This is an optimization exercise on Yosys and OpenROAD, whose aim is small area, a short achievable clock period and few clock cycles per item, not a production implementation. In this exercise RTL edits were held to simulation tests only and were not proved equivalent to the original. Power figures rest on the tool's default switching activity, not on a simulated workload.

### design/flow/config.mk
export PLATFORM = sky130hd
export DESIGN_NAME = adsr_envelope_generator
export DESIGN_NICKNAME = adsr_envelope_generator
export VERILOG_FILES = /design/flow/design.v
export SDC_FILE = /design/flow/constraint.sdc
export NUM_CORES = 4
export LEC_CHECK = 0
export CAP_MARGIN = 20
export CORE_MARGIN = 2
export CORE_UTILIZATION = 60
export SLEW_MARGIN = 20
### design/flow/constraint.sdc
create_clock -name core_clock -period 13.0 [get_ports {clk}]
set_input_delay 2.6000 -clock core_clock [delete_from_list [all_inputs] [get_ports {clk}]]
set_output_delay 2.6000 -clock core_clock [all_outputs]
set_load 0.01 [all_outputs]
### design/flow/design.v
`default_nettype none
package adsr_pkg;
  localparam int LEVEL_W = 16;
  localparam int LEN_W   = 24;
  localparam logic [LEVEL_W-1:0] UNITY = 16'h8000;
  localparam logic [LEN_W-1:0]   ATTACK_RESET  = 24'd480;
  localparam logic [LEN_W-1:0]   DECAY_RESET   = 24'd12000;
  localparam logic [LEVEL_W-1:0] SUSTAIN_RESET = 16'd8192;
  localparam logic [LEN_W-1:0]   RELEASE_RESET = 24'd24000;
  localparam logic [2:0] PH_OFF     = 3'd0;
  localparam logic [2:0] PH_ATTACK  = 3'd1;
  localparam logic [2:0] PH_DECAY   = 3'd2;
  localparam logic [2:0] PH_SUSTAIN = 3'd3;
  localparam logic [2:0] PH_RELEASE = 3'd4;
  localparam logic [1:0] KIND_SAMPLE  = 2'd0;
  localparam logic [1:0] KIND_ATTACK  = 2'd1;
  localparam logic [1:0] KIND_RELEASE = 2'd2;
  localparam logic [1:0] KIND_OFF     = 2'd3;
  localparam logic [1:0] JOB_A = 2'd1;
  localparam logic [1:0] JOB_D = 2'd2;
  localparam logic [1:0] JOB_R = 2'd3;
endpackage
`default_nettype wire
`default_nettype none
module adsr_regs (
  input  wire         clk,
  input  wire         rst,
  input  wire         psel,
  input  wire         penable,
  input  wire         pwrite,
  input  wire  [3:0]  paddr,
  input  wire  [31:0] pwdata,
  output logic [31:0] prdata,
  output logic        pready,
  output logic [23:0] att_len,
  output logic [23:0] dec_len,
  output logic [15:0] sus_lvl,
  output logic [23:0] rel_len,
  output logic        cfg_wr
);
  assign pready = 1'b1;
  assign cfg_wr = psel && penable && pwrite;
  always_ff @(posedge clk) begin
    if (rst) begin
      att_len <= adsr_pkg::ATTACK_RESET;
      dec_len <= adsr_pkg::DECAY_RESET;
      sus_lvl <= adsr_pkg::SUSTAIN_RESET;
      rel_len <= adsr_pkg::RELEASE_RESET;
    end else if (cfg_wr) begin
      case (paddr[3:2])
        2'd0: att_len <= pwdata[23:0];
        2'd1: dec_len <= pwdata[23:0];
        2'd2: sus_lvl <= pwdata[15:0];
        default: rel_len <= pwdata[23:0];
      endcase
    end
  end
  logic [23:0] rd_q;
  always_ff @(posedge clk) begin
    case (paddr[3:2])
      2'd0: rd_q <= att_len;
      2'd1: rd_q <= dec_len;
      2'd2: rd_q <= {8'd0, sus_lvl};
      default: rd_q <= rel_len;
    endcase
  end
  assign prdata = {8'd0, rd_q};
endmodule
`default_nettype wire
`default_nettype none
module adsr_div (
  input  wire         clk,
  input  wire         start,
  input  wire  [15:0] m,
  input  wire  [23:0] len,
  input  wire         run,
  output logic [15:0] q,
  output logic [23:0] r
);
  logic [24:0] t;
  logic [25:0] d;
  logic        ge;
  assign t  = {r, q[15]};
  assign d  = {1'b0, t} - {2'b0, len};
  assign ge = !d[25];
  always_ff @(posedge clk) begin
    if (start) begin
      q <= m;
      r <= '0;
    end else if (run) begin
      r <= ge ? d[23:0] : t[23:0];
      q <= {q[14:0], ge};
    end
  end
endmodule
`default_nettype wire
`default_nettype none
module adsr_mul (
  input  wire [15:0] s,
  input  wire [15:0] l,
  output wire [15:0] y
);
  wire t0 = (l[0] & s[0]);
  wire t1 = (l[0] & s[1]);
  wire t2 = (l[1] & s[0]);
  wire t3 = (l[0] & s[2]);
  wire t4 = (l[1] & s[1]);
  wire t5 = (l[2] & s[0]);
  wire t6 = (l[0] & s[3]);
  wire t7 = (l[1] & s[2]);
  wire t8 = (l[2] & s[1]);
  wire t9 = (l[3] & s[0]);
  wire t10 = (l[0] & s[4]);
  wire t11 = (l[1] & s[3]);
  wire t12 = (l[2] & s[2]);
  wire t13 = (l[3] & s[1]);
  wire t14 = (l[4] & s[0]);
  wire t15 = (l[0] & s[5]);
  wire t16 = (l[1] & s[4]);
  wire t17 = (l[2] & s[3]);
  wire t18 = (l[3] & s[2]);
  wire t19 = (l[4] & s[1]);
  wire t20 = (l[5] & s[0]);
  wire t21 = (l[0] & s[6]);
  wire t22 = (l[1] & s[5]);
  wire t23 = (l[2] & s[4]);
  wire t24 = (l[3] & s[3]);
  wire t25 = (l[4] & s[2]);
  wire t26 = (l[5] & s[1]);
  wire t27 = (l[6] & s[0]);
  wire t28 = (l[0] & s[7]);
  wire t29 = (l[1] & s[6]);
  wire t30 = (l[2] & s[5]);
  wire t31 = (l[3] & s[4]);
  wire t32 = (l[4] & s[3]);
  wire t33 = (l[5] & s[2]);
  wire t34 = (l[6] & s[1]);
  wire t35 = (l[7] & s[0]);
  wire t36 = (l[0] & s[8]);
  wire t37 = (l[1] & s[7]);
  wire t38 = (l[2] & s[6]);
  wire t39 = (l[3] & s[5]);
  wire t40 = (l[4] & s[4]);
  wire t41 = (l[5] & s[3]);
  wire t42 = (l[6] & s[2]);
  wire t43 = (l[7] & s[1]);
  wire t44 = (l[8] & s[0]);
  wire t45 = (l[0] & s[9]);
  wire t46 = (l[1] & s[8]);
  wire t47 = (l[2] & s[7]);
  wire t48 = (l[3] & s[6]);
  wire t49 = (l[4] & s[5]);
  wire t50 = (l[5] & s[4]);
  wire t51 = (l[6] & s[3]);
  wire t52 = (l[7] & s[2]);
  wire t53 = (l[8] & s[1]);
  wire t54 = (l[9] & s[0]);
  wire t55 = (l[0] & s[10]);
  wire t56 = (l[1] & s[9]);
  wire t57 = (l[2] & s[8]);
  wire t58 = (l[3] & s[7]);
  wire t59 = (l[4] & s[6]);
  wire t60 = (l[5] & s[5]);
  wire t61 = (l[6] & s[4]);
  wire t62 = (l[7] & s[3]);
  wire t63 = (l[8] & s[2]);
  wire t64 = (l[9] & s[1]);
  wire t65 = (l[10] & s[0]);
  wire t66 = (l[0] & s[11]);
  wire t67 = (l[1] & s[10]);
  wire t68 = (l[2] & s[9]);
  wire t69 = (l[3] & s[8]);
  wire t70 = (l[4] & s[7]);
  wire t71 = (l[5] & s[6]);
  wire t72 = (l[6] & s[5]);
  wire t73 = (l[7] & s[4]);
  wire t74 = (l[8] & s[3]);
  wire t75 = (l[9] & s[2]);
  wire t76 = (l[10] & s[1]);
  wire t77 = (l[11] & s[0]);
  wire t78 = (l[0] & s[12]);
  wire t79 = (l[1] & s[11]);
  wire t80 = (l[2] & s[10]);
  wire t81 = (l[3] & s[9]);
  wire t82 = (l[4] & s[8]);
  wire t83 = (l[5] & s[7]);
  wire t84 = (l[6] & s[6]);
  wire t85 = (l[7] & s[5]);
  wire t86 = (l[8] & s[4]);
  wire t87 = (l[9] & s[3]);
  wire t88 = (l[10] & s[2]);
  wire t89 = (l[11] & s[1]);
  wire t90 = (l[12] & s[0]);
  wire t91 = (l[0] & s[13]);
  wire t92 = (l[1] & s[12]);
  wire t93 = (l[2] & s[11]);
  wire t94 = (l[3] & s[10]);
  wire t95 = (l[4] & s[9]);
  wire t96 = (l[5] & s[8]);
  wire t97 = (l[6] & s[7]);
  wire t98 = (l[7] & s[6]);
  wire t99 = (l[8] & s[5]);
  wire t100 = (l[9] & s[4]);
  wire t101 = (l[10] & s[3]);
  wire t102 = (l[11] & s[2]);
  wire t103 = (l[12] & s[1]);
  wire t104 = (l[13] & s[0]);
  wire t105 = (l[0] & s[14]);
  wire t106 = (l[1] & s[13]);
  wire t107 = (l[2] & s[12]);
  wire t108 = (l[3] & s[11]);
  wire t109 = (l[4] & s[10]);
  wire t110 = (l[5] & s[9]);
  wire t111 = (l[6] & s[8]);
  wire t112 = (l[7] & s[7]);
  wire t113 = (l[8] & s[6]);
  wire t114 = (l[9] & s[5]);
  wire t115 = (l[10] & s[4]);
  wire t116 = (l[11] & s[3]);
  wire t117 = (l[12] & s[2]);
  wire t118 = (l[13] & s[1]);
  wire t119 = (l[14] & s[0]);
  wire t120 = ~(l[0] & s[15]);
  wire t121 = (l[1] & s[14]);
  wire t122 = (l[2] & s[13]);
  wire t123 = (l[3] & s[12]);
  wire t124 = (l[4] & s[11]);
  wire t125 = (l[5] & s[10]);
  wire t126 = (l[6] & s[9]);
  wire t127 = (l[7] & s[8]);
  wire t128 = (l[8] & s[7]);
  wire t129 = (l[9] & s[6]);
  wire t130 = (l[10] & s[5]);
  wire t131 = (l[11] & s[4]);
  wire t132 = (l[12] & s[3]);
  wire t133 = (l[13] & s[2]);
  wire t134 = (l[14] & s[1]);
  wire t135 = 1'b1;
  wire t136 = ~(l[1] & s[15]);
  wire t137 = (l[2] & s[14]);
  wire t138 = (l[3] & s[13]);
  wire t139 = (l[4] & s[12]);
  wire t140 = (l[5] & s[11]);
  wire t141 = (l[6] & s[10]);
  wire t142 = (l[7] & s[9]);
  wire t143 = (l[8] & s[8]);
  wire t144 = (l[9] & s[7]);
  wire t145 = (l[10] & s[6]);
  wire t146 = (l[11] & s[5]);
  wire t147 = (l[12] & s[4]);
  wire t148 = (l[13] & s[3]);
  wire t149 = (l[14] & s[2]);
  wire t150 = ~(l[2] & s[15]);
  wire t151 = (l[3] & s[14]);
  wire t152 = (l[4] & s[13]);
  wire t153 = (l[5] & s[12]);
  wire t154 = (l[6] & s[11]);
  wire t155 = (l[7] & s[10]);
  wire t156 = (l[8] & s[9]);
  wire t157 = (l[9] & s[8]);
  wire t158 = (l[10] & s[7]);
  wire t159 = (l[11] & s[6]);
  wire t160 = (l[12] & s[5]);
  wire t161 = (l[13] & s[4]);
  wire t162 = (l[14] & s[3]);
  wire t163 = ~(l[3] & s[15]);
  wire t164 = (l[4] & s[14]);
  wire t165 = (l[5] & s[13]);
  wire t166 = (l[6] & s[12]);
  wire t167 = (l[7] & s[11]);
  wire t168 = (l[8] & s[10]);
  wire t169 = (l[9] & s[9]);
  wire t170 = (l[10] & s[8]);
  wire t171 = (l[11] & s[7]);
  wire t172 = (l[12] & s[6]);
  wire t173 = (l[13] & s[5]);
  wire t174 = (l[14] & s[4]);
  wire t175 = ~(l[4] & s[15]);
  wire t176 = (l[5] & s[14]);
  wire t177 = (l[6] & s[13]);
  wire t178 = (l[7] & s[12]);
  wire t179 = (l[8] & s[11]);
  wire t180 = (l[9] & s[10]);
  wire t181 = (l[10] & s[9]);
  wire t182 = (l[11] & s[8]);
  wire t183 = (l[12] & s[7]);
  wire t184 = (l[13] & s[6]);
  wire t185 = (l[14] & s[5]);
  wire t186 = ~(l[5] & s[15]);
  wire t187 = (l[6] & s[14]);
  wire t188 = (l[7] & s[13]);
  wire t189 = (l[8] & s[12]);
  wire t190 = (l[9] & s[11]);
  wire t191 = (l[10] & s[10]);
  wire t192 = (l[11] & s[9]);
  wire t193 = (l[12] & s[8]);
  wire t194 = (l[13] & s[7]);
  wire t195 = (l[14] & s[6]);
  wire t196 = ~(l[6] & s[15]);
  wire t197 = (l[7] & s[14]);
  wire t198 = (l[8] & s[13]);
  wire t199 = (l[9] & s[12]);
  wire t200 = (l[10] & s[11]);
  wire t201 = (l[11] & s[10]);
  wire t202 = (l[12] & s[9]);
  wire t203 = (l[13] & s[8]);
  wire t204 = (l[14] & s[7]);
  wire t205 = ~(l[7] & s[15]);
  wire t206 = (l[8] & s[14]);
  wire t207 = (l[9] & s[13]);
  wire t208 = (l[10] & s[12]);
  wire t209 = (l[11] & s[11]);
  wire t210 = (l[12] & s[10]);
  wire t211 = (l[13] & s[9]);
  wire t212 = (l[14] & s[8]);
  wire t213 = ~(l[8] & s[15]);
  wire t214 = (l[9] & s[14]);
  wire t215 = (l[10] & s[13]);
  wire t216 = (l[11] & s[12]);
  wire t217 = (l[12] & s[11]);
  wire t218 = (l[13] & s[10]);
  wire t219 = (l[14] & s[9]);
  wire t220 = ~(l[9] & s[15]);
  wire t221 = (l[10] & s[14]);
  wire t222 = (l[11] & s[13]);
  wire t223 = (l[12] & s[12]);
  wire t224 = (l[13] & s[11]);
  wire t225 = (l[14] & s[10]);
  wire t226 = ~(l[10] & s[15]);
  wire t227 = (l[11] & s[14]);
  wire t228 = (l[12] & s[13]);
  wire t229 = (l[13] & s[12]);
  wire t230 = (l[14] & s[11]);
  wire t231 = ~(l[11] & s[15]);
  wire t232 = (l[12] & s[14]);
  wire t233 = (l[13] & s[13]);
  wire t234 = (l[14] & s[12]);
  wire t235 = ~(l[12] & s[15]);
  wire t236 = (l[13] & s[14]);
  wire t237 = (l[14] & s[13]);
  wire t238 = ~(l[13] & s[15]);
  wire t239 = (l[14] & s[14]);
  wire t240 = ~(l[14] & s[15]);
  wire t241 = 1'b1;
  wire t242 = t91 ^ t92;
  wire t243 = t91 & t92;
  wire t244 = t105 ^ t106 ^ t107;
  wire t245 = (t105 & t106) | (t105 & t107) | (t106 & t107);
  wire t246 = t108 ^ t109;
  wire t247 = t108 & t109;
  wire t248 = t120 ^ t121 ^ t122;
  wire t249 = (t120 & t121) | (t120 & t122) | (t121 & t122);
  wire t250 = t123 ^ t124 ^ t125;
  wire t251 = (t123 & t124) | (t123 & t125) | (t124 & t125);
  wire t252 = t126 ^ t127;
  wire t253 = t126 & t127;
  wire t254 = t136 ^ t137 ^ t138;
  wire t255 = (t136 & t137) | (t136 & t138) | (t137 & t138);
  wire t256 = t139 ^ t140 ^ t141;
  wire t257 = (t139 & t140) | (t139 & t141) | (t140 & t141);
  wire t258 = t150 ^ t151 ^ t152;
  wire t259 = (t150 & t151) | (t150 & t152) | (t151 & t152);
  wire t260 = t45 ^ t46;
  wire t261 = t45 & t46;
  wire t262 = t55 ^ t56 ^ t57;
  wire t263 = (t55 & t56) | (t55 & t57) | (t56 & t57);
  wire t264 = t58 ^ t59;
  wire t265 = t58 & t59;
  wire t266 = t66 ^ t67 ^ t68;
  wire t267 = (t66 & t67) | (t66 & t68) | (t67 & t68);
  wire t268 = t69 ^ t70 ^ t71;
  wire t269 = (t69 & t70) | (t69 & t71) | (t70 & t71);
  wire t270 = t72 ^ t73;
  wire t271 = t72 & t73;
  wire t272 = t78 ^ t79 ^ t80;
  wire t273 = (t78 & t79) | (t78 & t80) | (t79 & t80);
  wire t274 = t81 ^ t82 ^ t83;
  wire t275 = (t81 & t82) | (t81 & t83) | (t82 & t83);
  wire t276 = t84 ^ t85 ^ t86;
  wire t277 = (t84 & t85) | (t84 & t86) | (t85 & t86);
  wire t278 = t87 ^ t88;
  wire t279 = t87 & t88;
  wire t280 = t242 ^ t93 ^ t94;
  wire t281 = (t242 & t93) | (t242 & t94) | (t93 & t94);
  wire t282 = t95 ^ t96 ^ t97;
  wire t283 = (t95 & t96) | (t95 & t97) | (t96 & t97);
  wire t284 = t98 ^ t99 ^ t100;
  wire t285 = (t98 & t99) | (t98 & t100) | (t99 & t100);
  wire t286 = t101 ^ t102 ^ t103;
  wire t287 = (t101 & t102) | (t101 & t103) | (t102 & t103);
  wire t288 = t243 ^ t244 ^ t246;
  wire t289 = (t243 & t244) | (t243 & t246) | (t244 & t246);
  wire t290 = t110 ^ t111 ^ t112;
  wire t291 = (t110 & t111) | (t110 & t112) | (t111 & t112);
  wire t292 = t113 ^ t114 ^ t115;
  wire t293 = (t113 & t114) | (t113 & t115) | (t114 & t115);
  wire t294 = t116 ^ t117 ^ t118;
  wire t295 = (t116 & t117) | (t116 & t118) | (t117 & t118);
  wire t296 = t245 ^ t247 ^ t248;
  wire t297 = (t245 & t247) | (t245 & t248) | (t247 & t248);
  wire t298 = t250 ^ t252 ^ t128;
  wire t299 = (t250 & t252) | (t250 & t128) | (t252 & t128);
  wire t300 = t129 ^ t130 ^ t131;
  wire t301 = (t129 & t130) | (t129 & t131) | (t130 & t131);
  wire t302 = t132 ^ t133 ^ t134;
  wire t303 = (t132 & t133) | (t132 & t134) | (t133 & t134);
  wire t304 = t249 ^ t251 ^ t253;
  wire t305 = (t249 & t251) | (t249 & t253) | (t251 & t253);
  wire t306 = t254 ^ t256 ^ t142;
  wire t307 = (t254 & t256) | (t254 & t142) | (t256 & t142);
  wire t308 = t143 ^ t144 ^ t145;
  wire t309 = (t143 & t144) | (t143 & t145) | (t144 & t145);
  wire t310 = t146 ^ t147 ^ t148;
  wire t311 = (t146 & t147) | (t146 & t148) | (t147 & t148);
  wire t312 = t255 ^ t257 ^ t258;
  wire t313 = (t255 & t257) | (t255 & t258) | (t257 & t258);
  wire t314 = t153 ^ t154 ^ t155;
  wire t315 = (t153 & t154) | (t153 & t155) | (t154 & t155);
  wire t316 = t156 ^ t157 ^ t158;
  wire t317 = (t156 & t157) | (t156 & t158) | (t157 & t158);
  wire t318 = t159 ^ t160 ^ t161;
  wire t319 = (t159 & t160) | (t159 & t161) | (t160 & t161);
  wire t320 = t259 ^ t163 ^ t164;
  wire t321 = (t259 & t163) | (t259 & t164) | (t163 & t164);
  wire t322 = t165 ^ t166 ^ t167;
  wire t323 = (t165 & t166) | (t165 & t167) | (t166 & t167);
  wire t324 = t168 ^ t169 ^ t170;
  wire t325 = (t168 & t169) | (t168 & t170) | (t169 & t170);
  wire t326 = t171 ^ t172 ^ t173;
  wire t327 = (t171 & t172) | (t171 & t173) | (t172 & t173);
  wire t328 = t175 ^ t176 ^ t177;
  wire t329 = (t175 & t176) | (t175 & t177) | (t176 & t177);
  wire t330 = t178 ^ t179 ^ t180;
  wire t331 = (t178 & t179) | (t178 & t180) | (t179 & t180);
  wire t332 = t181 ^ t182 ^ t183;
  wire t333 = (t181 & t182) | (t181 & t183) | (t182 & t183);
  wire t334 = t186 ^ t187 ^ t188;
  wire t335 = (t186 & t187) | (t186 & t188) | (t187 & t188);
  wire t336 = t189 ^ t190 ^ t191;
  wire t337 = (t189 & t190) | (t189 & t191) | (t190 & t191);
  wire t338 = t196 ^ t197 ^ t198;
  wire t339 = (t196 & t197) | (t196 & t198) | (t197 & t198);
  wire t340 = t21 ^ t22;
  wire t341 = t21 & t22;
  wire t342 = t28 ^ t29 ^ t30;
  wire t343 = (t28 & t29) | (t28 & t30) | (t29 & t30);
  wire t344 = t31 ^ t32;
  wire t345 = t31 & t32;
  wire t346 = t36 ^ t37 ^ t38;
  wire t347 = (t36 & t37) | (t36 & t38) | (t37 & t38);
  wire t348 = t39 ^ t40 ^ t41;
  wire t349 = (t39 & t40) | (t39 & t41) | (t40 & t41);
  wire t350 = t42 ^ t43;
  wire t351 = t42 & t43;
  wire t352 = t260 ^ t47 ^ t48;
  wire t353 = (t260 & t47) | (t260 & t48) | (t47 & t48);
  wire t354 = t49 ^ t50 ^ t51;
  wire t355 = (t49 & t50) | (t49 & t51) | (t50 & t51);
  wire t356 = t52 ^ t53 ^ t54;
  wire t357 = (t52 & t53) | (t52 & t54) | (t53 & t54);
  wire t358 = t261 ^ t262 ^ t264;
  wire t359 = (t261 & t262) | (t261 & t264) | (t262 & t264);
  wire t360 = t60 ^ t61 ^ t62;
  wire t361 = (t60 & t61) | (t60 & t62) | (t61 & t62);
  wire t362 = t63 ^ t64 ^ t65;
  wire t363 = (t63 & t64) | (t63 & t65) | (t64 & t65);
  wire t364 = t263 ^ t265 ^ t266;
  wire t365 = (t263 & t265) | (t263 & t266) | (t265 & t266);
  wire t366 = t268 ^ t270 ^ t74;
  wire t367 = (t268 & t270) | (t268 & t74) | (t270 & t74);
  wire t368 = t75 ^ t76 ^ t77;
  wire t369 = (t75 & t76) | (t75 & t77) | (t76 & t77);
  wire t370 = t267 ^ t269 ^ t271;
  wire t371 = (t267 & t269) | (t267 & t271) | (t269 & t271);
  wire t372 = t272 ^ t274 ^ t276;
  wire t373 = (t272 & t274) | (t272 & t276) | (t274 & t276);
  wire t374 = t278 ^ t89 ^ t90;
  wire t375 = (t278 & t89) | (t278 & t90) | (t89 & t90);
  wire t376 = t273 ^ t275 ^ t277;
  wire t377 = (t273 & t275) | (t273 & t277) | (t275 & t277);
  wire t378 = t279 ^ t280 ^ t282;
  wire t379 = (t279 & t280) | (t279 & t282) | (t280 & t282);
  wire t380 = t284 ^ t286 ^ t104;
  wire t381 = (t284 & t286) | (t284 & t104) | (t286 & t104);
  wire t382 = t281 ^ t283 ^ t285;
  wire t383 = (t281 & t283) | (t281 & t285) | (t283 & t285);
  wire t384 = t287 ^ t288 ^ t290;
  wire t385 = (t287 & t288) | (t287 & t290) | (t288 & t290);
  wire t386 = t292 ^ t294 ^ t119;
  wire t387 = (t292 & t294) | (t292 & t119) | (t294 & t119);
  wire t388 = t289 ^ t291 ^ t293;
  wire t389 = (t289 & t291) | (t289 & t293) | (t291 & t293);
  wire t390 = t295 ^ t296 ^ t298;
  wire t391 = (t295 & t296) | (t295 & t298) | (t296 & t298);
  wire t392 = t300 ^ t302 ^ t135;
  wire t393 = (t300 & t302) | (t300 & t135) | (t302 & t135);
  wire t394 = t297 ^ t299 ^ t301;
  wire t395 = (t297 & t299) | (t297 & t301) | (t299 & t301);
  wire t396 = t303 ^ t304 ^ t306;
  wire t397 = (t303 & t304) | (t303 & t306) | (t304 & t306);
  wire t398 = t308 ^ t310 ^ t149;
  wire t399 = (t308 & t310) | (t308 & t149) | (t310 & t149);
  wire t400 = t305 ^ t307 ^ t309;
  wire t401 = (t305 & t307) | (t305 & t309) | (t307 & t309);
  wire t402 = t311 ^ t312 ^ t314;
  wire t403 = (t311 & t312) | (t311 & t314) | (t312 & t314);
  wire t404 = t316 ^ t318 ^ t162;
  wire t405 = (t316 & t318) | (t316 & t162) | (t318 & t162);
  wire t406 = t313 ^ t315 ^ t317;
  wire t407 = (t313 & t315) | (t313 & t317) | (t315 & t317);
  wire t408 = t319 ^ t320 ^ t322;
  wire t409 = (t319 & t320) | (t319 & t322) | (t320 & t322);
  wire t410 = t324 ^ t326 ^ t174;
  wire t411 = (t324 & t326) | (t324 & t174) | (t326 & t174);
  wire t412 = t321 ^ t323 ^ t325;
  wire t413 = (t321 & t323) | (t321 & t325) | (t323 & t325);
  wire t414 = t327 ^ t328 ^ t330;
  wire t415 = (t327 & t328) | (t327 & t330) | (t328 & t330);
  wire t416 = t332 ^ t184 ^ t185;
  wire t417 = (t332 & t184) | (t332 & t185) | (t184 & t185);
  wire t418 = t329 ^ t331 ^ t333;
  wire t419 = (t329 & t331) | (t329 & t333) | (t331 & t333);
  wire t420 = t334 ^ t336 ^ t192;
  wire t421 = (t334 & t336) | (t334 & t192) | (t336 & t192);
  wire t422 = t193 ^ t194 ^ t195;
  wire t423 = (t193 & t194) | (t193 & t195) | (t194 & t195);
  wire t424 = t335 ^ t337 ^ t338;
  wire t425 = (t335 & t337) | (t335 & t338) | (t337 & t338);
  wire t426 = t199 ^ t200 ^ t201;
  wire t427 = (t199 & t200) | (t199 & t201) | (t200 & t201);
  wire t428 = t202 ^ t203 ^ t204;
  wire t429 = (t202 & t203) | (t202 & t204) | (t203 & t204);
  wire t430 = t339 ^ t205 ^ t206;
  wire t431 = (t339 & t205) | (t339 & t206) | (t205 & t206);
  wire t432 = t207 ^ t208 ^ t209;
  wire t433 = (t207 & t208) | (t207 & t209) | (t208 & t209);
  wire t434 = t210 ^ t211 ^ t212;
  wire t435 = (t210 & t211) | (t210 & t212) | (t211 & t212);
  wire t436 = t213 ^ t214 ^ t215;
  wire t437 = (t213 & t214) | (t213 & t215) | (t214 & t215);
  wire t438 = t216 ^ t217 ^ t218;
  wire t439 = (t216 & t217) | (t216 & t218) | (t217 & t218);
  wire t440 = t220 ^ t221 ^ t222;
  wire t441 = (t220 & t221) | (t220 & t222) | (t221 & t222);
  wire t442 = t10 ^ t11;
  wire t443 = t10 & t11;
  wire t444 = t15 ^ t16 ^ t17;
  wire t445 = (t15 & t16) | (t15 & t17) | (t16 & t17);
  wire t446 = t18 ^ t19;
  wire t447 = t18 & t19;
  wire t448 = t340 ^ t23 ^ t24;
  wire t449 = (t340 & t23) | (t340 & t24) | (t23 & t24);
  wire t450 = t25 ^ t26 ^ t27;
  wire t451 = (t25 & t26) | (t25 & t27) | (t26 & t27);
  wire t452 = t341 ^ t342 ^ t344;
  wire t453 = (t341 & t342) | (t341 & t344) | (t342 & t344);
  wire t454 = t33 ^ t34 ^ t35;
  wire t455 = (t33 & t34) | (t33 & t35) | (t34 & t35);
  wire t456 = t343 ^ t345 ^ t346;
  wire t457 = (t343 & t345) | (t343 & t346) | (t345 & t346);
  wire t458 = t348 ^ t350 ^ t44;
  wire t459 = (t348 & t350) | (t348 & t44) | (t350 & t44);
  wire t460 = t347 ^ t349 ^ t351;
  wire t461 = (t347 & t349) | (t347 & t351) | (t349 & t351);
  wire t462 = t352 ^ t354 ^ t356;
  wire t463 = (t352 & t354) | (t352 & t356) | (t354 & t356);
  wire t464 = t353 ^ t355 ^ t357;
  wire t465 = (t353 & t355) | (t353 & t357) | (t355 & t357);
  wire t466 = t358 ^ t360 ^ t362;
  wire t467 = (t358 & t360) | (t358 & t362) | (t360 & t362);
  wire t468 = t359 ^ t361 ^ t363;
  wire t469 = (t359 & t361) | (t359 & t363) | (t361 & t363);
  wire t470 = t364 ^ t366 ^ t368;
  wire t471 = (t364 & t366) | (t364 & t368) | (t366 & t368);
  wire t472 = t365 ^ t367 ^ t369;
  wire t473 = (t365 & t367) | (t365 & t369) | (t367 & t369);
  wire t474 = t370 ^ t372 ^ t374;
  wire t475 = (t370 & t372) | (t370 & t374) | (t372 & t374);
  wire t476 = t371 ^ t373 ^ t375;
  wire t477 = (t371 & t373) | (t371 & t375) | (t373 & t375);
  wire t478 = t376 ^ t378 ^ t380;
  wire t479 = (t376 & t378) | (t376 & t380) | (t378 & t380);
  wire t480 = t377 ^ t379 ^ t381;
  wire t481 = (t377 & t379) | (t377 & t381) | (t379 & t381);
  wire t482 = t382 ^ t384 ^ t386;
  wire t483 = (t382 & t384) | (t382 & t386) | (t384 & t386);
  wire t484 = t383 ^ t385 ^ t387;
  wire t485 = (t383 & t385) | (t383 & t387) | (t385 & t387);
  wire t486 = t388 ^ t390 ^ t392;
  wire t487 = (t388 & t390) | (t388 & t392) | (t390 & t392);
  wire t488 = t389 ^ t391 ^ t393;
  wire t489 = (t389 & t391) | (t389 & t393) | (t391 & t393);
  wire t490 = t394 ^ t396 ^ t398;
  wire t491 = (t394 & t396) | (t394 & t398) | (t396 & t398);
  wire t492 = t395 ^ t397 ^ t399;
  wire t493 = (t395 & t397) | (t395 & t399) | (t397 & t399);
  wire t494 = t400 ^ t402 ^ t404;
  wire t495 = (t400 & t402) | (t400 & t404) | (t402 & t404);
  wire t496 = t401 ^ t403 ^ t405;
  wire t497 = (t401 & t403) | (t401 & t405) | (t403 & t405);
  wire t498 = t406 ^ t408 ^ t410;
  wire t499 = (t406 & t408) | (t406 & t410) | (t408 & t410);
  wire t500 = t407 ^ t409 ^ t411;
  wire t501 = (t407 & t409) | (t407 & t411) | (t409 & t411);
  wire t502 = t412 ^ t414 ^ t416;
  wire t503 = (t412 & t414) | (t412 & t416) | (t414 & t416);
  wire t504 = t413 ^ t415 ^ t417;
  wire t505 = (t413 & t415) | (t413 & t417) | (t415 & t417);
  wire t506 = t418 ^ t420 ^ t422;
  wire t507 = (t418 & t420) | (t418 & t422) | (t420 & t422);
  wire t508 = t419 ^ t421 ^ t423;
  wire t509 = (t419 & t421) | (t419 & t423) | (t421 & t423);
  wire t510 = t424 ^ t426 ^ t428;
  wire t511 = (t424 & t426) | (t424 & t428) | (t426 & t428);
  wire t512 = t425 ^ t427 ^ t429;
  wire t513 = (t425 & t427) | (t425 & t429) | (t427 & t429);
  wire t514 = t430 ^ t432 ^ t434;
  wire t515 = (t430 & t432) | (t430 & t434) | (t432 & t434);
  wire t516 = t431 ^ t433 ^ t435;
  wire t517 = (t431 & t433) | (t431 & t435) | (t433 & t435);
  wire t518 = t436 ^ t438 ^ t219;
  wire t519 = (t436 & t438) | (t436 & t219) | (t438 & t219);
  wire t520 = t437 ^ t439 ^ t440;
  wire t521 = (t437 & t439) | (t437 & t440) | (t439 & t440);
  wire t522 = t223 ^ t224 ^ t225;
  wire t523 = (t223 & t224) | (t223 & t225) | (t224 & t225);
  wire t524 = t441 ^ t226 ^ t227;
  wire t525 = (t441 & t226) | (t441 & t227) | (t226 & t227);
  wire t526 = t228 ^ t229 ^ t230;
  wire t527 = (t228 & t229) | (t228 & t230) | (t229 & t230);
  wire t528 = t231 ^ t232 ^ t233;
  wire t529 = (t231 & t232) | (t231 & t233) | (t232 & t233);
  wire t530 = t6 ^ t7;
  wire t531 = t6 & t7;
  wire t532 = t442 ^ t12 ^ t13;
  wire t533 = (t442 & t12) | (t442 & t13) | (t12 & t13);
  wire t534 = t443 ^ t444 ^ t446;
  wire t535 = (t443 & t444) | (t443 & t446) | (t444 & t446);
  wire t536 = t445 ^ t447 ^ t448;
  wire t537 = (t445 & t447) | (t445 & t448) | (t447 & t448);
  wire t538 = t449 ^ t451 ^ t452;
  wire t539 = (t449 & t451) | (t449 & t452) | (t451 & t452);
  wire t540 = t453 ^ t455 ^ t456;
  wire t541 = (t453 & t455) | (t453 & t456) | (t455 & t456);
  wire t542 = t457 ^ t459 ^ t460;
  wire t543 = (t457 & t459) | (t457 & t460) | (t459 & t460);
  wire t544 = t461 ^ t463 ^ t464;
  wire t545 = (t461 & t463) | (t461 & t464) | (t463 & t464);
  wire t546 = t465 ^ t467 ^ t468;
  wire t547 = (t465 & t467) | (t465 & t468) | (t467 & t468);
  wire t548 = t469 ^ t471 ^ t472;
  wire t549 = (t469 & t471) | (t469 & t472) | (t471 & t472);
  wire t550 = t473 ^ t475 ^ t476;
  wire t551 = (t473 & t475) | (t473 & t476) | (t475 & t476);
  wire t552 = t477 ^ t479 ^ t480;
  wire t553 = (t477 & t479) | (t477 & t480) | (t479 & t480);
  wire t554 = t481 ^ t483 ^ t484;
  wire t555 = (t481 & t483) | (t481 & t484) | (t483 & t484);
  wire t556 = t485 ^ t487 ^ t488;
  wire t557 = (t485 & t487) | (t485 & t488) | (t487 & t488);
  wire t558 = t489 ^ t491 ^ t492;
  wire t559 = (t489 & t491) | (t489 & t492) | (t491 & t492);
  wire t560 = t493 ^ t495 ^ t496;
  wire t561 = (t493 & t495) | (t493 & t496) | (t495 & t496);
  wire t562 = t497 ^ t499 ^ t500;
  wire t563 = (t497 & t499) | (t497 & t500) | (t499 & t500);
  wire t564 = t501 ^ t503 ^ t504;
  wire t565 = (t501 & t503) | (t501 & t504) | (t503 & t504);
  wire t566 = t505 ^ t507 ^ t508;
  wire t567 = (t505 & t507) | (t505 & t508) | (t507 & t508);
  wire t568 = t509 ^ t511 ^ t512;
  wire t569 = (t509 & t511) | (t509 & t512) | (t511 & t512);
  wire t570 = t513 ^ t515 ^ t516;
  wire t571 = (t513 & t515) | (t513 & t516) | (t515 & t516);
  wire t572 = t517 ^ t519 ^ t520;
  wire t573 = (t517 & t519) | (t517 & t520) | (t519 & t520);
  wire t574 = t521 ^ t523 ^ t524;
  wire t575 = (t521 & t523) | (t521 & t524) | (t523 & t524);
  wire t576 = t525 ^ t527 ^ t528;
  wire t577 = (t525 & t527) | (t525 & t528) | (t527 & t528);
  wire t578 = t529 ^ t235 ^ t236;
  wire t579 = (t529 & t235) | (t529 & t236) | (t235 & t236);
  wire t580 = t3 ^ t4;
  wire t581 = t3 & t4;
  wire t582 = t530 ^ t8 ^ t9;
  wire t583 = (t530 & t8) | (t530 & t9) | (t8 & t9);
  wire t584 = t531 ^ t532 ^ t14;
  wire t585 = (t531 & t532) | (t531 & t14) | (t532 & t14);
  wire t586 = t533 ^ t534 ^ t20;
  wire t587 = (t533 & t534) | (t533 & t20) | (t534 & t20);
  wire t588 = t535 ^ t536 ^ t450;
  wire t589 = (t535 & t536) | (t535 & t450) | (t536 & t450);
  wire t590 = t537 ^ t538 ^ t454;
  wire t591 = (t537 & t538) | (t537 & t454) | (t538 & t454);
  wire t592 = t539 ^ t540 ^ t458;
  wire t593 = (t539 & t540) | (t539 & t458) | (t540 & t458);
  wire t594 = t541 ^ t542 ^ t462;
  wire t595 = (t541 & t542) | (t541 & t462) | (t542 & t462);
  wire t596 = t543 ^ t544 ^ t466;
  wire t597 = (t543 & t544) | (t543 & t466) | (t544 & t466);
  wire t598 = t545 ^ t546 ^ t470;
  wire t599 = (t545 & t546) | (t545 & t470) | (t546 & t470);
  wire t600 = t547 ^ t548 ^ t474;
  wire t601 = (t547 & t548) | (t547 & t474) | (t548 & t474);
  wire t602 = t549 ^ t550 ^ t478;
  wire t603 = (t549 & t550) | (t549 & t478) | (t550 & t478);
  wire t604 = t551 ^ t552 ^ t482;
  wire t605 = (t551 & t552) | (t551 & t482) | (t552 & t482);
  wire t606 = t553 ^ t554 ^ t486;
  wire t607 = (t553 & t554) | (t553 & t486) | (t554 & t486);
  wire t608 = t555 ^ t556 ^ t490;
  wire t609 = (t555 & t556) | (t555 & t490) | (t556 & t490);
  wire t610 = t557 ^ t558 ^ t494;
  wire t611 = (t557 & t558) | (t557 & t494) | (t558 & t494);
  wire t612 = t559 ^ t560 ^ t498;
  wire t613 = (t559 & t560) | (t559 & t498) | (t560 & t498);
  wire t614 = t561 ^ t562 ^ t502;
  wire t615 = (t561 & t562) | (t561 & t502) | (t562 & t502);
  wire t616 = t563 ^ t564 ^ t506;
  wire t617 = (t563 & t564) | (t563 & t506) | (t564 & t506);
  wire t618 = t565 ^ t566 ^ t510;
  wire t619 = (t565 & t566) | (t565 & t510) | (t566 & t510);
  wire t620 = t567 ^ t568 ^ t514;
  wire t621 = (t567 & t568) | (t567 & t514) | (t568 & t514);
  wire t622 = t569 ^ t570 ^ t518;
  wire t623 = (t569 & t570) | (t569 & t518) | (t570 & t518);
  wire t624 = t571 ^ t572 ^ t522;
  wire t625 = (t571 & t572) | (t571 & t522) | (t572 & t522);
  wire t626 = t573 ^ t574 ^ t526;
  wire t627 = (t573 & t574) | (t573 & t526) | (t574 & t526);
  wire t628 = t575 ^ t576 ^ t234;
  wire t629 = (t575 & t576) | (t575 & t234) | (t576 & t234);
  wire t630 = t577 ^ t578 ^ t237;
  wire t631 = (t577 & t578) | (t577 & t237) | (t578 & t237);
  wire t632 = t579 ^ t238 ^ t239;
  wire t633 = (t579 & t238) | (t579 & t239) | (t238 & t239);
  wire [30:0] ra = {t241, t633, t631, t629, t627, t625, t623, t621, t619, t617, t615, t613, t611, t609, t607, t605, t603, t601, t599, t597, t595, t593, t591, t589, t587, t585, t583, t581, t580, t1, t0};
  wire [30:0] rb = {1'b0, t240, t632, t630, t628, t626, t624, t622, t620, t618, t616, t614, t612, t610, t608, t606, t604, t602, t600, t598, t596, t594, t592, t590, t588, t586, t584, t582, t5, t2, 1'b0};
  wire [30:0] p = ra + rb;
  assign y = l[15] ? s : p[30:15];
endmodule
`default_nettype wire
`default_nettype none
module adsr_dp (
  input  wire         clk,
  input  wire         rst,
  input  wire  [23:0] att_len,
  input  wire  [23:0] dec_len,
  input  wire  [15:0] sus_lvl,
  input  wire  [23:0] rel_len,
  input  wire         cfg_wr,
  input  wire         s_axis_tvalid,
  output logic        s_axis_tready,
  input  wire  [23:0] s_axis_tdata,
  input  wire  [1:0]  s_axis_tuser,
  output logic        m_axis_tvalid,
  input  wire         m_axis_tready,
  output logic [39:0] m_axis_tdata
);
  localparam logic [15:0] UNITY = adsr_pkg::UNITY;
  logic [2:0]  phase;
  logic [23:0] pos;
  logic [15:0] lvl;         
  logic [23:0] r;
  logic [15:0] rsl;
  logic        lvl0;        
  logic        cur_ok;
  logic        eng_busy;
  logic        eng_ok;
  logic [1:0]  eng_tag;
  logic [3:0]  eng_cnt;
  logic [15:0] eng_q;
  logic [23:0] eng_r;
  logic [15:0] k_q;
  logic [23:0] k_r;
  logic [7:0]  k_a;
  logic        k_ok;
  logic        k_busy;
  logic        k_add;       
  logic [4:0]  k_j;         
  logic        need_sync;
  logic        sync_on;     
  logic [1:0]  sync_ph;     
  logic [15:0] s_cl;
  assign s_cl = (sus_lvl > UNITY) ? UNITY : sus_lvl;
  logic ramp, is_att, is_dec, is_rel;
  assign is_att = (phase == adsr_pkg::PH_ATTACK);
  assign is_dec = (phase == adsr_pkg::PH_DECAY);
  assign is_rel = (phase == adsr_pkg::PH_RELEASE);
  assign ramp   = is_att || is_dec || is_rel;
  logic [23:0] len;
  always_comb begin
    case (phase)
      adsr_pkg::PH_ATTACK:  len = att_len;
      adsr_pkg::PH_DECAY:   len = dec_len;
      adsr_pkg::PH_RELEASE: len = rel_len;
      default:              len = '0;
    endcase
  end
  logic [34:0] out_d;       
  logic        out_act;
  logic [15:0] cur_level;
  assign cur_level = lvl0 ? 16'd0 : out_d[31:16];
  logic        bc_v;
  logic [1:0]  bc_kind;
  logic [7:0]  bc_a;
  logic [15:0] bc_smp;
  logic        c_fire;
  logic        is_smp;
  logic        hold;
  logic        blk;
  assign is_smp = (bc_kind == adsr_pkg::KIND_SAMPLE);
  assign hold   = m_axis_tvalid && !m_axis_tready;
  assign blk    = sync_on || (is_smp && (need_sync || (ramp && !(k_ok && k_a == bc_a))));
  assign c_fire = bc_v && !hold && !blk;
  logic        sk_v;
  logic [25:0] sk_d;
  logic        bc_free;
  logic        acc;
  assign s_axis_tready = !sk_v;
  assign acc     = s_axis_tvalid && !sk_v && !rst;
  assign bc_free = !bc_v || c_fire;
  always_ff @(posedge clk) begin
    if (rst) begin
      bc_v <= 1'b0;
      sk_v <= 1'b0;
    end else if (bc_free) begin
      bc_v <= sk_v || acc;
      sk_v <= 1'b0;
    end else if (acc) begin
      sk_v <= 1'b1;
    end
  end
  always_ff @(posedge clk) begin
    if (!sk_v) sk_d <= {s_axis_tuser, s_axis_tdata};
    if (bc_free) begin
      {bc_kind, bc_a, bc_smp} <= sk_v ? sk_d : {s_axis_tuser, s_axis_tdata};
    end
  end
  logic [23:0] k_n;
  logic [4:0]  k_msb;
  logic        k_go_item, k_go;
  logic [15:0] k_yq;
  logic [23:0] k_yr;
  logic [24:0] k_t0;
  logic [25:0] k_t1;
  logic        k_wrap;
  assign k_n = sync_on ? pos : {16'd0, bc_a};
  always_comb begin
    k_msb = '0;
    for (int i = 0; i < 24; i++) begin
      if (k_n[i]) k_msb = 5'(i);
    end
  end
  assign k_go_item = bc_v && is_smp && ramp && cur_ok && !need_sync && !sync_on &&
                     !(k_ok && k_a == bc_a) && !k_busy;
  assign k_go = k_go_item || (sync_on && sync_ph == 2'd0 && !k_busy && !k_ok);
  assign k_yq   = k_add ? eng_q : k_q;
  assign k_yr   = k_add ? eng_r : k_r;
  logic [25:0] k_xl, k_cs, k_cc;
  logic [15:0] k_qa, k_qb;
  assign k_xl   = ~{2'b0, len};
  assign k_cs   = {2'b0, k_r} ^ {2'b0, k_yr} ^ k_xl;
  assign k_cc   = {(({2'b0, k_r} & {2'b0, k_yr}) | ({2'b0, k_r} & k_xl) |
                    ({2'b0, k_yr} & k_xl)), 1'b0};
  assign k_t0   = {1'b0, k_r} + {1'b0, k_yr};
  assign k_t1   = k_cs + k_cc + 26'd1;
  assign k_wrap = !k_t1[25];
  assign k_qa   = k_q + k_yq;
  assign k_qb   = k_q + k_yq + 16'd1;
  logic [24:0] p_sum;
  logic        p_end;
  logic [2:0]  ph_next;
  assign p_sum = {1'b0, pos} + 25'(bc_a);
  assign p_end = (p_sum >= {1'b0, len});
  always_comb begin
    ph_next = phase;
    if (p_end) begin
      case (phase)
        adsr_pkg::PH_ATTACK:  ph_next = adsr_pkg::PH_DECAY;
        adsr_pkg::PH_DECAY:   ph_next = adsr_pkg::PH_SUSTAIN;
        adsr_pkg::PH_RELEASE: ph_next = adsr_pkg::PH_OFF;
        default: ;
      endcase
    end
  end
  logic        up_r, up_l;
  logic [25:0] x_rho, x_len, cs_s, cs_c;
  logic [25:0] s0, s1;
  logic        wrap;
  logic [23:0] r_new;
  logic [15:0] l_d, l_a, l_b, lvl_new;
  assign up_r  = !is_rel;
  assign up_l  = is_att;
  assign x_rho = up_r ? {2'b0, k_r} : ~{2'b0, k_r};
  assign x_len = up_r ? ~{2'b0, len} : {2'b0, len};
  assign s0    = {2'b0, r} + x_rho + 26'(!up_r);
  assign cs_s  = {2'b0, r} ^ x_rho ^ x_len;
  assign cs_c  = {(({2'b0, r} & x_rho) | ({2'b0, r} & x_len) | (x_rho & x_len)), 1'b0};
  assign s1    = cs_s + cs_c + 26'd1;
  assign wrap  = up_r ? !s1[25] : s0[25];
  assign r_new = wrap ? s1[23:0] : s0[23:0];
  assign l_d   = up_l ? k_q : ~k_q;
  assign l_a   = lvl + l_d;
  assign l_b   = lvl + l_d + 16'd1;
  assign lvl_new = (wrap == up_l) ? l_b : l_a;
  logic [15:0] lvl_entry;
  always_comb begin
    case (phase)
      adsr_pkg::PH_ATTACK:  lvl_entry = (att_len == '0) ? UNITY : 16'd0;
      adsr_pkg::PH_DECAY:   lvl_entry = UNITY;
      default:              lvl_entry = (rel_len == '0) ? 16'd0 : rsl;
    endcase
  end
  logic        div_start;
  logic [1:0]  job;
  logic [15:0] job_m;
  logic [23:0] div_len;
  logic [1:0]  need_tag;
  logic        k_need;
  assign need_tag = is_att ? adsr_pkg::JOB_A : is_dec ? adsr_pkg::JOB_D : adsr_pkg::JOB_R;
  assign cur_ok   = ramp && eng_ok && (eng_tag == need_tag);
  assign k_need   = ramp && (k_busy || sync_on || need_sync ||
                             (bc_v && is_smp && !(k_ok && k_a == bc_a)));
  assign job      = k_need ? need_tag :
                    is_att ? adsr_pkg::JOB_D :
                    (phase == adsr_pkg::PH_SUSTAIN) ? adsr_pkg::JOB_R : adsr_pkg::JOB_A;
  assign div_start = !((eng_busy || eng_ok) && (eng_tag == job));
  always_comb begin
    case (job)
      adsr_pkg::JOB_A: job_m = UNITY;
      adsr_pkg::JOB_D: job_m = 16'(UNITY - s_cl);
      default:         job_m = (phase == adsr_pkg::PH_SUSTAIN) ? s_cl : rsl;
    endcase
    case (eng_tag)
      adsr_pkg::JOB_A: div_len = att_len;
      adsr_pkg::JOB_D: div_len = dec_len;
      default:         div_len = rel_len;
    endcase
  end
  adsr_div u_div (
    .clk   (clk),
    .start (div_start),
    .m     (job_m),
    .len   (div_len),
    .run   (eng_busy),
    .q     (eng_q),
    .r     (eng_r)
  );
  logic sync_start, len_z;
  assign len_z = (len == '0);
  assign sync_start = !sync_on && need_sync && ramp && cur_ok && !(bc_v && !is_smp);
  always_ff @(posedge clk) begin
    if (rst) begin
      phase     <= adsr_pkg::PH_OFF;
      lvl       <= '0;
      lvl0      <= 1'b1;
      eng_busy  <= 1'b0;
      eng_ok    <= 1'b0;
      eng_tag   <= 2'd0;
      eng_cnt   <= '0;
      k_ok      <= 1'b0;
      k_busy    <= 1'b0;
      need_sync <= 1'b0;
      sync_on   <= 1'b0;
    end else begin
      if (eng_busy) begin
        eng_cnt <= eng_cnt + 4'd1;
        if (eng_cnt == 4'd15) begin
          eng_busy <= 1'b0;
          eng_ok   <= 1'b1;
        end
      end
      if (div_start) begin
        eng_busy <= 1'b1;
        eng_ok   <= 1'b0;
        eng_tag  <= job;
        eng_cnt  <= '0;
      end
      if (k_go) begin
        k_a   <= bc_a;
        k_add <= 1'b0;
        k_j   <= k_msb - 5'd1;
        if (k_n == '0) begin
          k_q  <= '0;
          k_r  <= '0;
        end else begin
          k_q  <= eng_q;
          k_r  <= eng_r;
        end
        k_ok   <= (k_msb == '0);
        k_busy <= (k_msb != '0);
      end else if (k_busy) begin
        k_q <= k_wrap ? k_qb : k_qa;
        k_r <= k_wrap ? k_t1[23:0] : k_t0[23:0];
        if (!k_add && k_n[k_j]) begin
          k_add <= 1'b1;
        end else begin
          k_add <= 1'b0;
          k_j   <= k_j - 5'd1;
          if (k_j == '0) begin
            k_busy <= 1'b0;
            k_ok   <= 1'b1;
          end
        end
      end
      if (need_sync && !ramp) begin
        need_sync <= 1'b0;
        if (phase == adsr_pkg::PH_SUSTAIN) lvl <= s_cl;
      end
      if (sync_start) begin
        need_sync <= 1'b0;
        lvl       <= lvl_entry;
        r         <= '0;
        if ({1'b0, pos} > {1'b0, len}) pos <= len;
        sync_on   <= !len_z;
        sync_ph   <= 2'd0;
        k_ok      <= 1'b0;
        k_busy    <= 1'b0;
      end
      if (sync_on) begin
        case (sync_ph)
          2'd0: if (k_ok) sync_ph <= 2'd1;
          2'd1: begin
            lvl     <= lvl_new;
            r       <= r_new;
            sync_ph <= 2'd2;
          end
          default: begin
            sync_on <= 1'b0;
            k_ok    <= 1'b0;
          end
        endcase
      end
      if (c_fire) begin
        case (bc_kind)
          adsr_pkg::KIND_ATTACK: begin
            phase     <= adsr_pkg::PH_ATTACK;
            lvl       <= (att_len == '0) ? UNITY : 16'd0;
            lvl0      <= 1'b1;
            pos       <= '0;
            r         <= '0;
            need_sync <= 1'b0;
            k_ok      <= 1'b0;
          end
          adsr_pkg::KIND_RELEASE: begin
            phase     <= adsr_pkg::PH_RELEASE;
            rsl       <= cur_level;
            lvl       <= (rel_len == '0) ? 16'd0 : cur_level;
            pos       <= '0;
            r         <= '0;
            need_sync <= 1'b0;
            k_ok      <= 1'b0;
            if (!(eng_tag == adsr_pkg::JOB_R && phase == adsr_pkg::PH_SUSTAIN &&
                  cur_level == s_cl)) begin
              eng_busy <= 1'b0;
              eng_ok   <= 1'b0;
            end
          end
          adsr_pkg::KIND_OFF: begin
            phase     <= adsr_pkg::PH_OFF;
            lvl       <= '0;
            need_sync <= 1'b0;
          end
          default: begin
            lvl0 <= 1'b0;
            if (ramp) begin
              if (p_end) begin
                phase <= ph_next;
                pos   <= '0;
                r     <= '0;
                k_ok  <= 1'b0;
                case (phase)
                  adsr_pkg::PH_ATTACK: lvl <= UNITY;
                  adsr_pkg::PH_DECAY:  lvl <= s_cl;
                  default:             lvl <= '0;
                endcase
              end else begin
                pos <= p_sum[23:0];
                lvl <= lvl_new;
                r   <= r_new;
              end
            end
          end
        endcase
      end
      if (cfg_wr) begin
        eng_busy  <= 1'b0;
        eng_ok    <= 1'b0;
        k_ok      <= 1'b0;
        k_busy    <= 1'b0;
        sync_on   <= 1'b0;
        need_sync <= 1'b1;
      end
    end
  end
  logic [15:0] scaled;
  adsr_mul u_mul (
    .s (bc_smp),
    .l (lvl),
    .y (scaled)
  );
  always_ff @(posedge clk) begin
    if (rst) begin
      m_axis_tvalid <= 1'b0;
    end else if (!hold) begin
      m_axis_tvalid <= c_fire && is_smp;
    end
  end
  always_ff @(posedge clk) begin
    if (c_fire && is_smp) begin
      out_d   <= {phase, lvl, scaled};
      out_act <= (ph_next != adsr_pkg::PH_OFF);
    end
  end
  assign m_axis_tdata = {4'd0, out_act, out_d};
endmodule
`default_nettype wire
`default_nettype none
module adsr_envelope_generator #(
  parameter int POSITION_BITS = 24
) (
  input  wire         clk,
  input  wire         rst,
  input  wire         psel,
  input  wire         penable,
  input  wire         pwrite,
  input  wire  [3:0]  paddr,
  input  wire  [31:0] pwdata,
  output logic [31:0] prdata,
  output logic        pready,
  input  wire         s_axis_tvalid,
  output logic        s_axis_tready,
  input  wire  [23:0] s_axis_tdata,   
  input  wire  [1:0]  s_axis_tuser,   
  output logic        m_axis_tvalid,
  input  wire         m_axis_tready,
  output logic [39:0] m_axis_tdata    
);
  logic [23:0] att_len, dec_len, rel_len;
  logic [15:0] sus_lvl;
  logic        cfg_wr;
  adsr_regs u_regs (
    .clk     (clk),
    .rst     (rst),
    .psel    (psel),
    .penable (penable),
    .pwrite  (pwrite),
    .paddr   (paddr),
    .pwdata  (pwdata),
    .prdata  (prdata),
    .pready  (pready),
    .att_len (att_len),
    .dec_len (dec_len),
    .sus_lvl (sus_lvl),
    .rel_len (rel_len),
    .cfg_wr  (cfg_wr)
  );
  adsr_dp u_dp (
    .clk           (clk),
    .rst           (rst),
    .att_len       (att_len),
    .dec_len       (dec_len),
    .sus_lvl       (sus_lvl),
    .rel_len       (rel_len),
    .cfg_wr        (cfg_wr),
    .s_axis_tvalid (s_axis_tvalid),
    .s_axis_tready (s_axis_tready),
    .s_axis_tdata  (s_axis_tdata),
    .s_axis_tuser  (s_axis_tuser),
    .m_axis_tvalid (m_axis_tvalid),
    .m_axis_tready (m_axis_tready),
    .m_axis_tdata  (m_axis_tdata)
  );
endmodule
`default_nettype wire
### design/flow/flow/run.sh
#!/bin/bash
# standard synthesis, then the standard layout with a larger setup margin for repair_timing
set -euo pipefail
bash standard.sh synth > synth.log 2>&1
bash standard.sh SETUP_SLACK_MARGIN=7.5 finish > layout.log 2>&1
### design/flow/standard.sh
#!/bin/bash
# synth_recipe.tcl (not shown) runs the flow's synth.tcl, then flattens the netlist and writes it again
# the make line also repeats each setting of config.mk as NAME=value (left out here)
make -C /OpenROAD-flow-scripts/flow DESIGN_CONFIG=/design/flow/config.mk WORK_HOME=/design/flow/orfs CLKGATE_MAP_FILE= SYNTH_SCRIPT=/design/flow/synth_recipe.tcl "${@:-finish}"
==> impl_results.md, run 1 <==
- Status: finished clean
- PortBufs: 120
- Tmin final: 5800 ps
- Worst r2r dst: u_dp.out_d[9]
- Initial antenna violation count: 4
- Fin nets: 5136
- Syn-to-layout area delta: 14.1%
- Drc violations: 0
- Clock tree from TritonCTS: built
- Fmax: 172 MHz
- Post-Route WL: 129 mm
- Die width: 256 µm
- WS Path Type: reg2reg
- Detail Route Antenna Nets: 0
- Grt ovf: 0
- Worst hold path class: reg2reg
- RSZ-0062 raised after global routing: yes
- #FFs+latches synth: 395
- Cells on worst reg2reg path: 21
- Maximum capacitance violations: 0
- Sink Count: 395
- N_diodes: 0
- Setup slack, reg-to-reg: 7200 ps
- Syn Inst Count: 4474
- Total Power: 5.02 mW
- Slew @ Worst Pin: 1150 ps
- Worst VDD drop: 0.152 mV
- Worst-path clk slew: 60 ps
- Setup TNS: 0 ps
- Async set-reset flop share out of synthesis: 0%
- Synth Flop Type: edfxtp_1
- Vias per Instance: 6.33
- Pins Over Slew Limit: 0
- Layout cell share with drive strength beyond 1: 11.6%
- Final instance area: 0.0436 mm²
- Drt first pass iters: 6
- Critical path arrival: 6140 ps
- Reg-to-reg startpoint: u_dp.bc_smp[13]
- Ports: 144
- First-pass GRT wire length: 194 mm
- Synth cell types: 87
- Initial Util: 60.7%
- Final hold viol count: 0
- Clk buf depth: 3
- Synth Cell Area: 0.0382 mm²
- Vias in the first global route: 32500
- Die height: 256 µm
- Area after DPL: 0.0401 mm²
- Num CTS Buffers: 48
- Post-DP HPWL: 91.9 mm
- Final setup vio count: 0
- Avg WL per Cell: 23.6 µm
- Register area share after synthesis: 25.9%
- DR iter-0 viols: 3903
- Clock root cell: clkbuf_16
- Critical path peak fanout: 6
- Worst Hold End: u_dp.sk_d[0]
- Min-delay src: u_dp.sk_d[0]
- Vias: 34600
- Clk_skew: 40.9 ps
- Gpl congestion: 0.979
- Critical Path Source Type: flop
- Number of synthesized flops with an enable pin: 198
- Yosys warns: 3
- Core Region: 0.0630 mm²
- Pin count of the biggest net entering global routing: 87
- Total global-route track usage: 38.0%
- Slew margin rel.: 23.1%
- Post-route clock period utilization: 44.6%
- Worst Path Required: 13340 ps
- WHS Path Cells: 1
- Syn Area/Cell: 8.54 µm²
- CTS H-tree depth: 2
- Row Count: 92
- Leakage Power: 18.1 nW
- Fin util: 69.2%
- DIE AREA: 0.0657 mm²
- Clock Latency Late Sink: 640 ps
- Crit end category: flop
- PD cells: 115 mW/mm²
==> final cells by class <==
type	instances	area, µm²
timing repair buffer	288	2720
clock inverter	16	193
tap	846	1060
clock buffer	74	1560
fill	5275	19400
inverter	381	1440
sequential	395	9930
multi-input combinational	3456	26700
==> timing repair <==
action	CTS	global route
gates resized for setup	125	105
pin swaps	82	31
buffers inserted	64	32
gates cloned	1	6
hold buffers	0	0
endpoints found under the setup margin	120	110
==> registers in the layout (all words and copies together), names as in the netlist, 8 cells and up, named ones only <==
register / flops
u_dp.bc_smp: 16
u_regs.att_len: 24
u_dp.k_q: 16
u_regs.sus_lvl: 16
u_dp.k_r: 24
u_dp.out_d: 35
u_regs.rel_len: 24
u_regs.dec_len: 24
u_dp.k_a: 8
u_dp.lvl: 16
u_dp.rsl: 16
u_dp.bc_a: 8
u_dp.pos: 24
u_dp.u_div.q: 16
u_dp.sk_d: 26
u_dp.u_div.r: 24
u_dp.r: 24
u_regs.rd_q: 24
==> placed cells by master (no fill, tap or decap), drive strengths merged, types with 118 or more instances in the layout <==
master,n
clkdlybuf4s50,118
xnor2,163
a21oi,362
nand2,514
and2,200
edfxtp,198
inv,383
fa,237
nor2,335
buf,165
dfxtp,197
o21ai,237
ha,260
==> per-layer routing <==
layer,up-vias,track usage [%],routed length [µm]
met1,16700,54.1,54100
met3,314,7.33,13900
met5,-,0,36
met4,6,14.1,5160
li1,15700,-,-
met2,1801,57.6,55700
==> cells in the mapped netlist, types with 37 or more instances <==
master	instances	area, µm²
a21o_1	81	608
o21ai_0	237	1190
a211oi_1	40	300
xor2_1	89	780
ha_1	260	3250
nor2_1	334	1250
mux2i_1	53	531
a21oi_1	361	1810
mux2_2	62	698
edfxtp_1	198	5950
nand4_1	42	263
nand2_1	513	1930
clkbuf_1	219	822
a22oi_1	60	450
nor2b_1	42	263
xnor2_1	163	1430
nand2b_1	37	231
dfxtp_1	197	3940
o21a_1	55	413
inv_1	381	1430
fa_1	237	4740
nand3_1	85	425
nor3_1	73	365
and2_1	199	1240
==> per-stage QoR <==
| step | cells | hold slack [ps] | setup WS (ps) |
|---|---|---|---|
| after floorplan | 4485 | 403 | 7500 |
| after global placement | 5261 | 453 | 5250 |
| after detailed placement | 5261 | 457 | 5210 |
| after CTS | 5416 | 473 | 7250 |
| after global routing | 5456 | 490 | 7000 |
| final | 5456 | 472 | 7200 |
==> critical path, stage by stage (launching register included) <==
cell	delay, ps
edfxtp_1	550
and2_4	230
ha_4	250
fa_2	570
fa_2	450
fa_2	350
fa_1	530
fa_1	450
ha_4	290
nand4_1	140
nor2_1	190
o21ai_2	90
nor2b_4	140
a31o_4	230
o211a_4	260
buf_4	140
buf_6	110
buf_6	110
nand2b_4	90
a31o_4	160
xnor2_2	100
o21ai_2	80
==> kinds of logic (layout without fill, tap and decap cells) <==
logic type	Yosys count	in the layout	share of synthesized area, %
buffers and inverters	636	759	6.43
AO/OA/AOI/OAI	1103	1103	18.2
flip-flops	395	395	25.9
XOR/XNOR	253	253	5.84
adder cells (fa/ha/maj)	497	497	20.9
multiplexers	140	140	4.69
AND/OR/NAND/NOR	1448	1450	18.0
other	2	13	0.0197
==> report_power, final <==
part           total (mW)  internal (mW)  switching (mW)  leakage (nW)
Clock                1.47          0.858           0.616         0.845
Combinational        2.02          0.892            1.13          13.7
Sequential           1.52           1.42           0.101          3.54
Total                5.02           3.17            1.85          18.1
==> worst max path at each step <==
stage	start	endpoint	slack, ps	cells past startpoint
finish	u_dp.bc_smp[13]	u_dp.out_d[9]	7200	21
global route	u_dp.bc_smp[12]	u_dp.out_d[12]	7000	18
CTS	u_dp.bc_smp[13]	u_dp.out_d[15]	7250	20
detailed placement	u_dp.phase[1]	u_dp.k_q[15]	5210	19
global placement	u_dp.phase[1]	u_dp.k_q[15]	5250	19
floorplan	u_dp.lvl[1]	u_dp.out_d[15]	7500	21
Testbench counts, summed over its fixed seeds: cycles 45,576, items 43,471.
==> run 2, diff against run 1 <==
==> design/flow/flow/run.sh (replaced) <==
#!/bin/bash
# standard synthesis, then the standard layout with a larger setup margin for repair_timing
set -euo pipefail
bash standard.sh synth > synth.log 2>&1
bash standard.sh SETUP_SLACK_MARGIN=8.5 finish > layout.log 2>&1
==> run 2 against run 1 <==
- setup slack better by 27 ps
- hold slack hardly changed
- still clean
- cell count is 4.2% higher
- critical path type unchanged
- via count is 5.8% higher
- non-clock buffer count is 220 higher
- largest cell class unchanged
- highest routed layer unchanged
- cell area is 9.3% higher
- register-to-register slack better by 30 ps
- count of clock-buffer cells in the layout is 13 lower
==> impl_results.md, run 2 <==
- Tmin final: 5770 ps
- Synth area leaders: edfxtp_1, fa_1, dfxtp_1
- Worst hold path class: reg2reg
- FF/Latch Area: 0.00993 mm²
- Pin count of the biggest net entering global routing: 81
- CP delay by family, top: adder cells
- Combinational Power Share: 43.7%
- Hold slack: 472 ps
- CP max stage delay: 570 ps
- Post-DP HPWL: 93.0 mm
- Synth Flop Type: edfxtp_1
- Clk buf depth: 3
- Slew margin rel.: 23.8%
- CTS H-tree depth: 2
- Sink Count: 395
- Multi-input logic area: 0.0284 mm²
- Final instance area: 0.0476 mm²
- Clock tree from TritonCTS: built
- Worst Path Required: 13350 ps
- WS Path Type: reg2reg
- Most frequent cells in the layout: nand2_1, inv_1, a21oi_1
- Vias: 36600
- Num CTS Buffers: 48
- Fraction of synthesized cell area taken by the top area cell type: 15.6%
- Post-Route WL: 142 mm
- Ports: 144
- Largest register FFs: 35
- Setup TNS: 0 ps
- Leakage Power: 19.7 nW
- Status: finished clean
- #FFs+latches synth: 395
- Synth cell types: 87
- Post-synth top cells: nand2_1, inv_1, a21oi_1
- Area after DPL: 0.0405 mm²
- Critical path arrival: 6130 ps
- Pins Over Slew Limit: 0
- Psw: 2.01 mW
- Gpl congestion: 0.968
- Number of synthesized flops with an enable pin: 198
- Layout cell share with drive strength beyond 1: 20.8%
- Fmax: 173 MHz
- Count leader, synth: nand2_1
- Worst VDD drop: 0.102 mV
- Vias in the first global route: 35000
- Syn Area/Cell: 8.54 µm²
- Core Region: 0.0630 mm²
- Yosys warns: 3
- Syn-to-layout area delta: 24.7%
- Commonest non-fill, non-tap cell in the layout: nand2_1
- Fin util: 75.7%
- Slew @ Worst Pin: 1140 ps
- Area leader, netlist: edfxtp_1
- Initial Util: 60.7%
- Clock root cell: clkbuf_16
- Row Count: 92
- Final setup vio count: 0
- Detail Route Antenna Nets: 0
- RSZ-0062 raised after global routing: yes
- Die width: 256 µm
- Drc violations: 0
- Pint: 3.38 mW
- Clk_skew: 51.0 ps
- Syn Inst Count: 4474
- Crit end category: flop
- Worst path slowest cell: fa_1
- Synth Cell Area: 0.0382 mm²
- DR iter-0 viols: 4219
- Crit-path most repeated cell: fa_1
- WP buf/inv: 3
- Worst-path clk slew: 70 ps
- Clk network pwr share: 28.1%
- Fin nets: 5364
- Crit path cell chain: nand2_2 > fa_1 > fa_1 > inv_1 > fa_2 > fa_2 > inv_1 > fa_1 > inv_1 > fa_1 > ha_4 > nand2_1 > nor2_1 > nand2_1 > a31o_4 > o211a_4 > o31a_1 > a21oi_2 > a211oi_2 > a21o_1
- Critical path peak fanout: 6
- PortBufs: 120
- Grt ovf: 0
- Regs by FF count: u_dp.out_d x35, u_dp.sk_d x26
- Total global-route track usage: 41.4%
- Final hold viol count: 0
- Critical Path Source Type: flop
- Total Power: 5.39 mW
- PD cells: 113 mW/mm²
- Clock Latency Late Sink: 650 ps
- Async set-reset flop share out of synthesis: 0%
- First-pass GRT wire length: 210 mm
- DIE AREA: 0.0657 mm²
- Maximum capacitance violations: 0
- Most flops, register: u_dp.out_d
- Vias per Instance: 6.43
- Fillers: 4565
- Sequential share of power: 28.2%
- Register area share after synthesis: 25.9%
- Drt first pass iters: 6
- Avg WL per Cell: 24.9 µm
- Sw Share: 37.3%
- Die height: 256 µm
- Initial antenna violation count: 5
- Post-route clock period utilization: 44.4%
[run 2: cell counts after synthesis]
Identical to the previous run, type by type.
[run 2: area by class of cell]
| cell class | count | share of cell area [%] |
|---|---|---|
| multi-input cells | 3462 | 59.5 |
| repair buffers | 508 | 10.6 |
| inverters | 381 | 3.07 |
| well taps | 846 | 2.22 |
| clock buffers | 61 | 2.89 |
| flip-flops and latches | 395 | 20.8 |
| diodes | 1 | 0.00525 |
| repair inverters | 2 | 0.0315 |
| clock inverters | 29 | 0.772 |
[run 2: cells by family after synthesis]
group	Yosys count	synth area share [%]
AO/OA/AOI/OAI	1103	18.2
other	2	0.0197
flip-flops	395	25.9
AND/OR/NAND/NOR	1448	18.0
multiplexers	140	4.69
buffers and inverters	636	6.43
adder cells (fa/ha/maj)	497	20.9
XOR/XNOR	253	5.84
[run 2: power groups by stage]
stage / Sequential, mW / Combinational [mW] / Clock (mW)
global placement: 1.56 / 1.71 / 0
finish: 1.52 / 2.35 / 1.51
detailed placement: 1.56 / 1.74 / 0
CTS: 1.51 / 2.10 / 1.51
floorplan: 1.50 / 1.37 / 0
global route: 1.53 / 2.54 / 1.55
[run 2: through the flow]
step | setup slack (ps) | instances
after floorplan | 7610 | 4485
after global placement | 6450 | 5255
after detailed placement | 6330 | 5255
after CTS | 7230 | 5582
after global routing | 7060 | 5685
final | 7230 | 5685
[run 2: worst paths after layout]
path / from / end / slack, ps / cells after the start
worst max-delay path: u_dp.bc_smp[13] / u_dp.out_d[15] / 7230 / 20
worst min-delay path: u_dp.sk_d[19] / u_dp.sk_d[19] / 470 / 1
worst max register to register: u_dp.bc_smp[13] / u_dp.out_d[15] / 7230 / 20
worst min register to register: u_dp.sk_d[19] / u_dp.sk_d[19] / 470 / 1
[run 2: per-layer routing]
layer / vias up / part of all wire [%] / global-route usage, %
met2: 2247 / 43 / 62.5
met1: 17600 / 39 / 55.7
met3: 492 / 12 / 10.9
li1: 16200 / - / -
met5: - / 0.029 / 0
met4: 6 / 5.7 / 19.1
[run 2: repair_timing]
action / CTS / global route
gates resized for setup: 390 / 209
pin swaps: 132 / 136
gates cloned: 19 / 5
buffers inserted: 218 / 97
hold buffers: 0 / 0
endpoints found under the setup margin: 188 / 196
[run 2: worst register-to-register path, cell delays in order, from the launching register on]
cell,delay [ps]
edfxtp_1,540
nand2_2,100
fa_1,570
fa_1,420
inv_1,100
fa_2,460
fa_2,370
inv_1,90
fa_1,420
inv_1,90
fa_1,450
ha_4,300
nand2_1,60
nor2_1,100
nand2_1,100
a31o_4,270
o211a_4,250
o31a_1,300
a21oi_2,220
a211oi_2,100
a21o_1,170

## afterwards: timing with drivers on the ports
Ports are ideal in the flow. The routed layouts listed here were re-timed in OpenROAD.
Step 1: set_driving_cell puts a clkbuf_16 on clk and a buf_2 on each other input, an assumption about the parent block.
Step 2 also shifts input and output timing later by t, the mid clock arrival at the registers, as if the neighbouring blocks saw the same clock.
Three values: ideal, step 1, step 2; two values: the first two.
run	t (ns)	setup slack, ns	pins driven straight from the clock port
run 1	0.688	7.200 / 7.200 / 7.088	1
run 2	0.689	7.227 / 7.227 / 7.227	1
After both steps every run listed still meets setup and hold. For run 1, which loses most, drivers alone change the setup slack by 0.000 ns; drivers and shift together by -0.112 ns.
